This is an optimization exercise on Yosys and OpenROAD, whose aim is small area, a short achievable clock period and few clock cycles per item, not a production implementation.
Function was checked by simulation only, so behaviour that the tests miss may differ from the original.

==> inputs of run X <==
==> flow/design.v <==
package rv_core_pkg;
    localparam int XLEN       = 32;
    localparam int REG_ADDR_W = 5;
    localparam int IN_DEPTH    = 4;
    localparam int OUT_DEPTH   = 4;
    localparam int OUT_CREDITS = 2;
    localparam logic [6:0] OPC_OP     = 7'b0110011;
    localparam logic [6:0] OPC_OP_IMM = 7'b0010011;
    localparam logic [6:0] OPC_LUI    = 7'b0110111;
    typedef enum logic [3:0] {
        ALU_ADD    = 4'd0,
        ALU_SUB    = 4'd1,
        ALU_AND    = 4'd2,
        ALU_OR     = 4'd3,
        ALU_XOR    = 4'd4,
        ALU_SLL    = 4'd5,
        ALU_SRL    = 4'd6,
        ALU_SRA    = 4'd7,
        ALU_SLT    = 4'd8,
        ALU_SLTU   = 4'd9,
        ALU_PASS_B = 4'd10
    } alu_op_e;
    typedef logic [XLEN-1:0] insn_t;
    typedef struct packed {
        logic                  valid;
        logic                  illegal;
        logic [REG_ADDR_W-1:0] rd;
        logic                  we;
        logic [REG_ADDR_W-1:0] rs1;
        logic [REG_ADDR_W-1:0] rs2;
        logic [XLEN-1:0]       rs1_data;
        logic [XLEN-1:0]       rs2_data;
        logic [XLEN-1:0]       imm;
        logic                  opb_imm;
        logic                  lui;
        alu_op_e               alu_op;
    } dec_t;
    typedef struct packed {
        logic                  illegal;
        logic                  we;
        logic [REG_ADDR_W-1:0] rd;
        logic [XLEN-1:0]       data;
    } res_t;
    typedef struct packed {
        logic valid;
        res_t res;
    } exr_t;
endpackage
`timescale 1ns/1ps
module rv_core_top (
    input  logic               clk_i,
    input  logic               rst_ni,
    input  logic               insn_valid_i,
    input  rv_core_pkg::insn_t insn_i,
    output logic               insn_credit_o,
    output logic               res_valid_o,
    output rv_core_pkg::res_t  res_o,
    input  logic               res_credit_i
);
    localparam logic [1:0] C_OP  = 2'd0;
    localparam logic [1:0] C_IMM = 2'd1;
    localparam logic [1:0] C_LUI = 2'd2;
    localparam logic [1:0] C_ILL = 2'd3;
    logic        e_v;
    logic [31:0] alu;
    logic        o_v;
    logic [31:0] o_data;
    logic [4:0]  o_rd;
    logic        o_ill;
    logic        o_we;
    logic [1:0]  cred_q;
    logic [1:0]  cred_d;
    logic        send;         
    logic        o_free;
    logic        o_v_d;
    assign o_free        = ~o_v | send;
    assign res_valid_o   = send;
    assign insn_credit_o = send;
    assign res_o         = {o_ill, o_we, o_rd, o_data};
    assign cred_d        = cred_q + {1'b0, res_credit_i} - {1'b0, send};
    assign o_v_d         = o_free ? e_v : o_v;
    always_ff @(posedge clk_i or negedge rst_ni) begin
        if (!rst_ni) begin
            cred_q <= 2'd2;
            o_v    <= 1'b0;
            send   <= 1'b0;
        end else begin
            cred_q <= cred_d;
            o_v    <= o_v_d;
            send   <= o_v_d & (cred_d != 2'd0);
        end
    end
    logic        q0_v, q1_v, q2_v;
    logic [26:0] q0, q1, q2;       
    logic [1:0]  in_cls;
    logic [26:0] in_w;
    logic        disp;
    always_comb begin
        unique case (insn_i[6:0])
            rv_core_pkg::OPC_OP:     in_cls = C_OP;
            rv_core_pkg::OPC_OP_IMM: in_cls = C_IMM;
            rv_core_pkg::OPC_LUI:    in_cls = C_LUI;
            default:                 in_cls = C_ILL;
        endcase
    end
    assign in_w = {in_cls, insn_i[31:7]};
    assign disp = q0_v & ((cred_d != 2'd0) | ~(e_v | (o_v & ~send)));
    always_ff @(posedge clk_i or negedge rst_ni) begin
        if (!rst_ni) begin
            q0_v <= 1'b0;
            q1_v <= 1'b0;
            q2_v <= 1'b0;
        end else if (disp) begin
            q0_v <= q1_v | insn_valid_i;
            q1_v <= q2_v | (q1_v & insn_valid_i);
            q2_v <= q2_v & insn_valid_i;
        end else begin
            q0_v <= q0_v | insn_valid_i;
            q1_v <= q1_v | (q0_v & insn_valid_i);
            q2_v <= q2_v | (q1_v & insn_valid_i);
        end
    end
    always_ff @(posedge clk_i) begin
        if (disp) begin
            q0 <= q1_v ? q1 : in_w;
            q1 <= q2_v ? q2 : in_w;
            q2 <= in_w;
        end else begin
            if (!q0_v) q0 <= in_w;
            if (!q1_v) q1 <= in_w;
            if (!q2_v) q2 <= in_w;
        end
    end
    logic [31:0] regs [1:31];
    logic [31:1] wdec;
    logic        clr_q;
    logic [4:0]  e_rd;
    logic        e_wr;
    always_ff @(posedge clk_i or negedge rst_ni) begin
        if (!rst_ni) begin
            clr_q <= 1'b1;
        end else begin
            clr_q <= 1'b0;
        end
    end
    always_comb begin
        for (int i = 1; i < 32; i++) wdec[i] = clr_q | (e_v & e_wr & (e_rd == 5'(i)));
    end
    always_ff @(posedge clk_i) begin
        for (int i = 1; i < 32; i++) begin
            if (wdec[i]) regs[i] <= alu & {32{~clr_q}};
        end
    end
    logic [1:0]  r_cls;
    logic [2:0]  r_f3;
    logic        r_b30;
    logic [4:0]  r_rd, r_rs1, r_rs2;
    logic [31:0] r_imm;
    logic        r_arith;      
    logic        r_isop;
    logic [31:0] rf1, rf2;
    logic        hit1, hit2;
    logic        d_sub, d_slt, d_sltu, d_xor, d_or, d_and, d_sr, d_sra, d_sll, d_add, d_inv;
    logic [31:0] ea_d, eb_d;
    logic [31:0] ea, eb;
    logic [4:0]  e_sh;
    logic        e_cin, e_add, e_lt, e_slt, e_xor, e_or, e_and, e_sr, e_sll, e_fill;
    logic        e_ill;
    assign r_cls   = q0[26:25];
    assign r_f3    = q0[14-7:12-7];
    assign r_b30   = q0[30-7];
    assign r_rd    = q0[11-7:7-7];
    assign r_rs1   = q0[19-7:15-7];
    assign r_rs2   = q0[24-7:20-7];
    assign r_isop  = (r_cls == C_OP);
    assign r_arith = (r_cls == C_OP) | (r_cls == C_IMM);
    assign r_imm   = (r_cls == C_LUI) ? {q0[31-7:12-7], 12'b0} :
                     (r_cls == C_IMM) ? {{20{q0[31-7]}}, q0[31-7:20-7]} : 32'b0;
    always_comb begin
        rf1 = '0;
        rf2 = '0;
        for (int i = 1; i < 32; i++) begin
            if (r_rs1 == 5'(i)) rf1 = rf1 | regs[i];
            if (r_rs2 == 5'(i)) rf2 = rf2 | regs[i];
        end
    end
    assign hit1 = e_v & e_wr & (e_rd == r_rs1);
    assign hit2 = e_v & e_wr & (e_rd == r_rs2);
    always_comb begin
        d_sub  = 1'b0; d_slt = 1'b0; d_sltu = 1'b0; d_xor = 1'b0; d_or = 1'b0;
        d_and  = 1'b0; d_sr  = 1'b0; d_sra  = 1'b0; d_sll = 1'b0; d_add = 1'b0;
        if (r_arith) begin
            unique case (r_f3)
                3'b000: if (r_isop && r_b30) d_sub = 1'b1; else d_add = 1'b1;
                3'b001: d_sll  = 1'b1;
                3'b010: d_slt  = 1'b1;
                3'b011: d_sltu = 1'b1;
                3'b100: d_xor  = 1'b1;
                3'b101: begin d_sr = 1'b1; d_sra = r_b30; end
                3'b110: d_or   = 1'b1;
                default: d_and = 1'b1;
            endcase
        end else begin
            d_add = 1'b1;    
        end
    end
    assign d_inv = d_sub | d_slt | d_sltu;
    always_comb begin
        logic [31:0] av;
        logic [31:0] bv;
        av = hit1 ? alu : rf1;
        bv = r_isop ? (hit2 ? alu : rf2) : r_imm;
        if (!r_arith) av = '0;
        if (d_sll) begin
            for (int i = 0; i < 32; i++) ea_d[i] = av[31-i];
        end else begin
            ea_d = av;
        end
        eb_d = bv ^ {32{d_inv}};
    end
    always_ff @(posedge clk_i or negedge rst_ni) begin
        if (!rst_ni) begin
            e_v <= 1'b0;
        end else begin
            e_v <= disp;
        end
    end
    always_ff @(posedge clk_i) begin
        ea     <= ea_d;
        eb     <= eb_d;
        e_sh   <= (d_sll | d_sr) ? eb_d[4:0] : 5'd0;
        e_cin  <= d_inv;
        e_add  <= d_add | d_sub;
        e_lt   <= d_slt | d_sltu;
        e_slt  <= d_slt;
        e_xor  <= d_xor;
        e_or   <= d_or;
        e_and  <= d_and;
        e_sr   <= d_sr;
        e_sll  <= d_sll;
        e_fill <= d_sra;
        e_rd   <= r_rd;
        e_ill  <= (r_cls == C_ILL);
        e_wr   <= (r_cls != C_ILL) & (r_rd != 5'd0);
    end
    logic [32:0] sum;
    logic [31:0] shr;
    logic [31:0] shl;
    logic        lt;
    assign sum = {1'b0, ea} + {1'b0, eb} + {32'b0, e_cin};
    assign lt  = (e_slt && (ea[31] == eb[31])) ? ea[31] : ~sum[32];
    assign shr = 32'($signed({e_fill & ea[31], ea}) >>> e_sh);
    always_comb begin
        for (int i = 0; i < 32; i++) shl[i] = shr[31-i];
    end
    assign alu = ({32{e_add}} & sum[31:0])
               | {31'b0, e_lt & lt}
               | ({32{e_xor}} & (ea ^ eb))
               | ({32{e_or}}  & (ea | eb))
               | ({32{e_and}} & (ea & eb))
               | ({32{e_sr}}  & shr)
               | ({32{e_sll}} & shl);
    always_ff @(posedge clk_i) begin
        if (o_free) begin
            o_data <= alu;
            o_rd   <= e_rd;
            o_ill  <= e_ill;
            o_we   <= ~e_ill;
        end
    end
endmodule
==> flow/run.sh <==
#!/bin/bash
# synth_recipe.tcl (not shown) runs the flow's synth.tcl, then flattens the netlist and writes it again
# the make line also repeats each setting of config.mk as NAME=value (left out here)
make -C /OpenROAD-flow-scripts/flow DESIGN_CONFIG=/design/flow/config.mk WORK_HOME=/design/flow/orfs CLKGATE_MAP_FILE= SYNTH_SCRIPT=/design/flow/synth_recipe.tcl finish
==> flow/config.mk <==
export PLATFORM = sky130hd
export DESIGN_NAME = rv_core_top
export DESIGN_NICKNAME = rv_core_top
export VERILOG_FILES = /design/flow/design.v
export SDC_FILE = /design/flow/constraint.sdc
export NUM_CORES = 4
export LEC_CHECK = 0
export ABC_CLOCK_PERIOD_IN_PS = 3000
export CAP_MARGIN = 20
export CORE_MARGIN = 2
export CORE_UTILIZATION = 60
export SETUP_SLACK_MARGIN = 3.5
export SLEW_MARGIN = 20
export TNS_END_PERCENT = 0
==> flow/constraint.sdc <==
create_clock -name core_clock -period 6.5 [get_ports {clk_i}]
set_input_delay 1.3000 -clock core_clock [delete_from_list [all_inputs] [get_ports {clk_i}]]
set_output_delay 1.3000 -clock core_clock [all_outputs]
set_load 0.01 [all_outputs]
==> run Z (differences from run X) <==
--- a/flow/design.v
+++ b/flow/design.v
@@ -92,6 +92,8 @@
     end
     logic        q0_v, q1_v, q2_v;
     logic [26:0] q0, q1, q2;       
+    logic [26:0] q0_d;
+    logic [31:1] q0_s1, q0_s2;     
     logic [1:0]  in_cls;
     logic [26:0] in_w;
     logic        disp;
@@ -104,7 +106,7 @@
         endcase
     end
     assign in_w = {in_cls, insn_i[31:7]};
-    assign disp = q0_v & ((cred_d != 2'd0) | ~(e_v | (o_v & ~send)));
+    assign disp = q0_v & ~r_wait & (cred_q[1] | (cred_q[0] & ~send) | ~(e_v | (o_v & ~send)));
     always_ff @(posedge clk_i or negedge rst_ni) begin
         if (!rst_ni) begin
             q0_v <= 1'b0;
@@ -120,6 +122,15 @@
             q2_v <= q2_v | (q1_v & insn_valid_i);
         end
     end
+    assign q0_d = (disp && q1_v) ? q1 : in_w;
+    always_ff @(posedge clk_i) begin
+        if (disp || !q0_v) begin
+            for (int i = 1; i < 32; i++) begin
+                q0_s1[i] <= (q0_d[19-7:15-7] == 5'(i));
+                q0_s2[i] <= (q0_d[24-7:20-7] == 5'(i));
+            end
+        end
+    end
     always_ff @(posedge clk_i) begin
         if (disp) begin
             q0 <= q1_v ? q1 : in_w;
@@ -136,19 +147,31 @@
     logic        clr_q;
     logic [4:0]  e_rd;
     logic        e_wr;
+    logic        w_v;
+    logic        w_wr;
+    logic [4:0]  w_rd;
+    logic [31:0] w_data;
     always_ff @(posedge clk_i or negedge rst_ni) begin
         if (!rst_ni) begin
-            clr_q <= 1'b1;
-        end else begin
-            clr_q <= 1'b0;
+            clr_q  <= 1'b1;
+            w_v    <= 1'b0;
+            w_data <= '0;
+        end else begin
+            clr_q  <= 1'b0;
+            w_v    <= e_v;
+            w_data <= alu;
         end
     end
+    always_ff @(posedge clk_i) begin
+        w_wr <= e_wr;
+        w_rd <= e_rd;
+    end
     always_comb begin
-        for (int i = 1; i < 32; i++) wdec[i] = clr_q | (e_v & e_wr & (e_rd == 5'(i)));
+        for (int i = 1; i < 32; i++) wdec[i] = clr_q | (w_v & w_wr & (w_rd == 5'(i)));
     end
     always_ff @(posedge clk_i) begin
         for (int i = 1; i < 32; i++) begin
-            if (wdec[i]) regs[i] <= alu & {32{~clr_q}};
+            if (wdec[i]) regs[i] <= w_data;
         end
     end
     logic [1:0]  r_cls;
@@ -159,10 +182,15 @@
     logic        r_arith;      
     logic        r_isop;
     logic [31:0] rf1, rf2;
-    logic        hit1, hit2;
+    logic        hit1, hit2;       
+    logic        hitw1, hitw2;     
+    logic [31:0] old1, old2;
+    logic        r_wait;
+    logic [4:0]  sh_d;
     logic        d_sub, d_slt, d_sltu, d_xor, d_or, d_and, d_sr, d_sra, d_sll, d_add, d_inv;
     logic [31:0] ea_d, eb_d;
     logic [31:0] ea, eb;
+    logic [31:0] ebn;          
     logic [4:0]  e_sh;
     logic        e_cin, e_add, e_lt, e_slt, e_xor, e_or, e_and, e_sr, e_sll, e_fill;
     logic        e_ill;
@@ -180,12 +208,16 @@
         rf1 = '0;
         rf2 = '0;
         for (int i = 1; i < 32; i++) begin
-            if (r_rs1 == 5'(i)) rf1 = rf1 | regs[i];
-            if (r_rs2 == 5'(i)) rf2 = rf2 | regs[i];
+            if (q0_s1[i]) rf1 = rf1 | regs[i];
+            if (q0_s2[i]) rf2 = rf2 | regs[i];
         end
     end
-    assign hit1 = e_v & e_wr & (e_rd == r_rs1);
-    assign hit2 = e_v & e_wr & (e_rd == r_rs2);
+    assign hit1  = e_v & e_wr & (e_rd == r_rs1);
+    assign hit2  = e_v & e_wr & (e_rd == r_rs2);
+    assign hitw1 = w_v & w_wr & (w_rd == r_rs1);
+    assign hitw2 = w_v & w_wr & (w_rd == r_rs2);
+    assign old1  = hitw1 ? w_data : rf1;
+    assign old2  = hitw2 ? w_data : rf2;
     always_comb begin
         d_sub  = 1'b0; d_slt = 1'b0; d_sltu = 1'b0; d_xor = 1'b0; d_or = 1'b0;
         d_and  = 1'b0; d_sr  = 1'b0; d_sra  = 1'b0; d_sll = 1'b0; d_add = 1'b0;
@@ -206,18 +238,16 @@
     end
     assign d_inv = d_sub | d_slt | d_sltu;
     always_comb begin
-        logic [31:0] av;
-        logic [31:0] bv;
-        av = hit1 ? alu : rf1;
-        bv = r_isop ? (hit2 ? alu : rf2) : r_imm;
-        if (!r_arith) av = '0;
-        if (d_sll) begin
-            for (int i = 0; i < 32; i++) ea_d[i] = av[31-i];
-        end else begin
-            ea_d = av;
-        end
-        eb_d = bv ^ {32{d_inv}};
+        logic [31:0] a_rf;
+        logic [31:0] b_rf;
+        for (int i = 0; i < 32; i++) a_rf[i] = d_sll ? old1[31-i] : old1[i];
+        if (!r_arith) a_rf = '0;
+        b_rf = (r_isop ? old2 : r_imm) ^ {32{d_inv}};
+        ea_d = (hit1 && r_arith) ? alu : a_rf;
+        eb_d = (hit2 && r_isop)  ? alu : b_rf;
+        sh_d = (hit2 && r_isop && (d_sll || d_sr)) ? alu[4:0] : (b_rf[4:0] & {5{d_sll | d_sr}});
     end
+    assign r_wait = (hit1 & d_sll) | (hit2 & r_isop & d_inv);
     always_ff @(posedge clk_i or negedge rst_ni) begin
         if (!rst_ni) begin
             e_v <= 1'b0;
@@ -225,19 +255,32 @@
             e_v <= disp;
         end
     end
+    always_ff @(posedge clk_i or negedge rst_ni) begin
+        if (!rst_ni) begin
+            e_add  <= 1'b0;
+            e_lt   <= 1'b0;
+            e_xor  <= 1'b0;
+            e_or   <= 1'b0;
+            e_and  <= 1'b0;
+            e_sr   <= 1'b0;
+            e_sll  <= 1'b0;
+        end else begin
+            e_add  <= d_add | d_sub;
+            e_lt   <= d_slt | d_sltu;
+            e_xor  <= d_xor;
+            e_or   <= d_or;
+            e_and  <= d_and;
+            e_sr   <= d_sr;
+            e_sll  <= d_sll;
+        end
+    end
     always_ff @(posedge clk_i) begin
         ea     <= ea_d;
         eb     <= eb_d;
-        e_sh   <= (d_sll | d_sr) ? eb_d[4:0] : 5'd0;
+        ebn    <= ~eb_d;
+        e_sh   <= sh_d;
         e_cin  <= d_inv;
-        e_add  <= d_add | d_sub;
-        e_lt   <= d_slt | d_sltu;
         e_slt  <= d_slt;
-        e_xor  <= d_xor;
-        e_or   <= d_or;
-        e_and  <= d_and;
-        e_sr   <= d_sr;
-        e_sll  <= d_sll;
         e_fill <= d_sra;
         e_rd   <= r_rd;
         e_ill  <= (r_cls == C_ILL);
@@ -247,7 +290,32 @@
     logic [31:0] shr;
     logic [31:0] shl;
     logic        lt;
-    assign sum = {1'b0, ea} + {1'b0, eb} + {32'b0, e_cin};
+    logic [31:0] pg_g, pg_t, pg_p;
+    logic [31:0] cg;
+    assign pg_g = ea & eb;
+    assign pg_t = ea | eb;
+    assign pg_p = ~(ea ^ ebn);
+    always_comb begin
+        logic [31:0] gg, tt;
+        gg = pg_g;
+        tt = pg_t;
+        gg[0] = pg_g[0] | (pg_t[0] & e_cin);
+        for (int k = 1; k < 32; k = k * 2) begin
+            logic [31:0] g2, t2;
+            g2 = gg;
+            t2 = tt;
+            for (int i = k; i < 32; i++) begin
+                g2[i] = gg[i] | (tt[i] & gg[i-k]);
+                t2[i] = tt[i] & tt[i-k];
+            end
+            gg = g2;
+            tt = t2;
+        end
+        cg = gg;               
+    end
+    assign sum[0]    = pg_p[0] ^ e_cin;
+    assign sum[31:1] = pg_p[31:1] ^ cg[30:0];
+    assign sum[32]   = cg[31];
     assign lt  = (e_slt && (ea[31] == eb[31])) ? ea[31] : ~sum[32];
     assign shr = 32'($signed({e_fill & ea[31], ea}) >>> e_sh);
     always_comb begin
@@ -255,9 +323,9 @@
     end
     assign alu = ({32{e_add}} & sum[31:0])
                | {31'b0, e_lt & lt}
-               | ({32{e_xor}} & (ea ^ eb))
-               | ({32{e_or}}  & (ea | eb))
-               | ({32{e_and}} & (ea & eb))
+               | ({32{e_xor}} & pg_p)
+               | ({32{e_or}}  & pg_t)
+               | ({32{e_and}} & pg_g)
                | ({32{e_sr}}  & shr)
                | ({32{e_sll}} & shl);
     always_ff @(posedge clk_i) begin
- SETUP_SLACK_MARGIN: 3.5 -> 3.8
==> metrics.csv <==
stage,metric,value,unit
sta,fin_crit,3641,ps
worst_setup_path,timing.rr.end,ea[2],
outcome,status,no timing/DRC/antenna violations,
power_and_ir_drop,p_leak,24.69,nW
power_and_ir_drop,power_frac_seq,39.4,%
worst_setup_path,rrSetupSlack,2860,ps
synthesis,synthArstFlopShare,0.7457,%
synthesis,synth_xor_area_share,0.7545,%
final_layout,area_growth,19.19,%
clock_tree,ctsResizeCount,353,
-- figures above: run X

==> metrics.csv <==
stage,metric,value,unit
synthesis,synth_xor_area_share,1.410,%
power_and_ir_drop,power_frac_seq,39.2,%
final_layout,biggestCellCategory,flip-flops and latches,
power_and_ir_drop,p_leak,24.90,nW
final_layout,area_growth,15.98,%
worst_setup_path,rrSetupSlack,3260,ps
final_layout,diodes,12,
routing,wire_per_inst,45.73,µm
clock_tree,numCtsBuffers,137,
sta,fin_crit,3239,ps
sta,setup_slack,3261,ps
clock_tree,cts.sinks,1340,
worst_setup_path,timing.rr.end,ebn[8],
outcome,status,no timing/DRC/antenna violations,
worst_setup_path,critical_path_buf_inv_count,3,
synthesis,synth-simple-area-share,7.241,%
-- figures above: run Z

Testbench counts of run X, summed over its fixed seeds: cycles 24,024, items 24,000.
Testbench counts of run Z, summed over its fixed seeds: cycles 24,363, items 24,000.

## port drivers added, routing unchanged
No port has a modelled driver above. Below, the same layouts with a new extraction and two added sets of constraints.
Step 1, drivers: a clkbuf_16 drives clk_i and a buf_2 each remaining input, both assumed.
Step 2 also shifts input and output timing later by t, the mid clock arrival at the registers, as if the neighbouring blocks saw the same clock.
Slacks: ideal / step 1 / step 2; pairs: ideal / step 1.
run	t, ns	setup WS [ns]	worst hold slack (ns)	worst setup path at the end	slew at the worst register clock pin (ns)
run X	0.827	2.859 / 2.859 / 2.616	0.435 / 0.435 / 0.435	input to register	0.07 / 0.07
run Z	0.849	3.261 / 3.261 / 3.261	0.378 / 0.378 / 0.378	register to register	0.07 / 0.07
After both steps every run listed still meets setup and hold. The setup slack of run X, which loses most, moves by 0.000 ns with the drivers and by -0.243 ns with both steps.
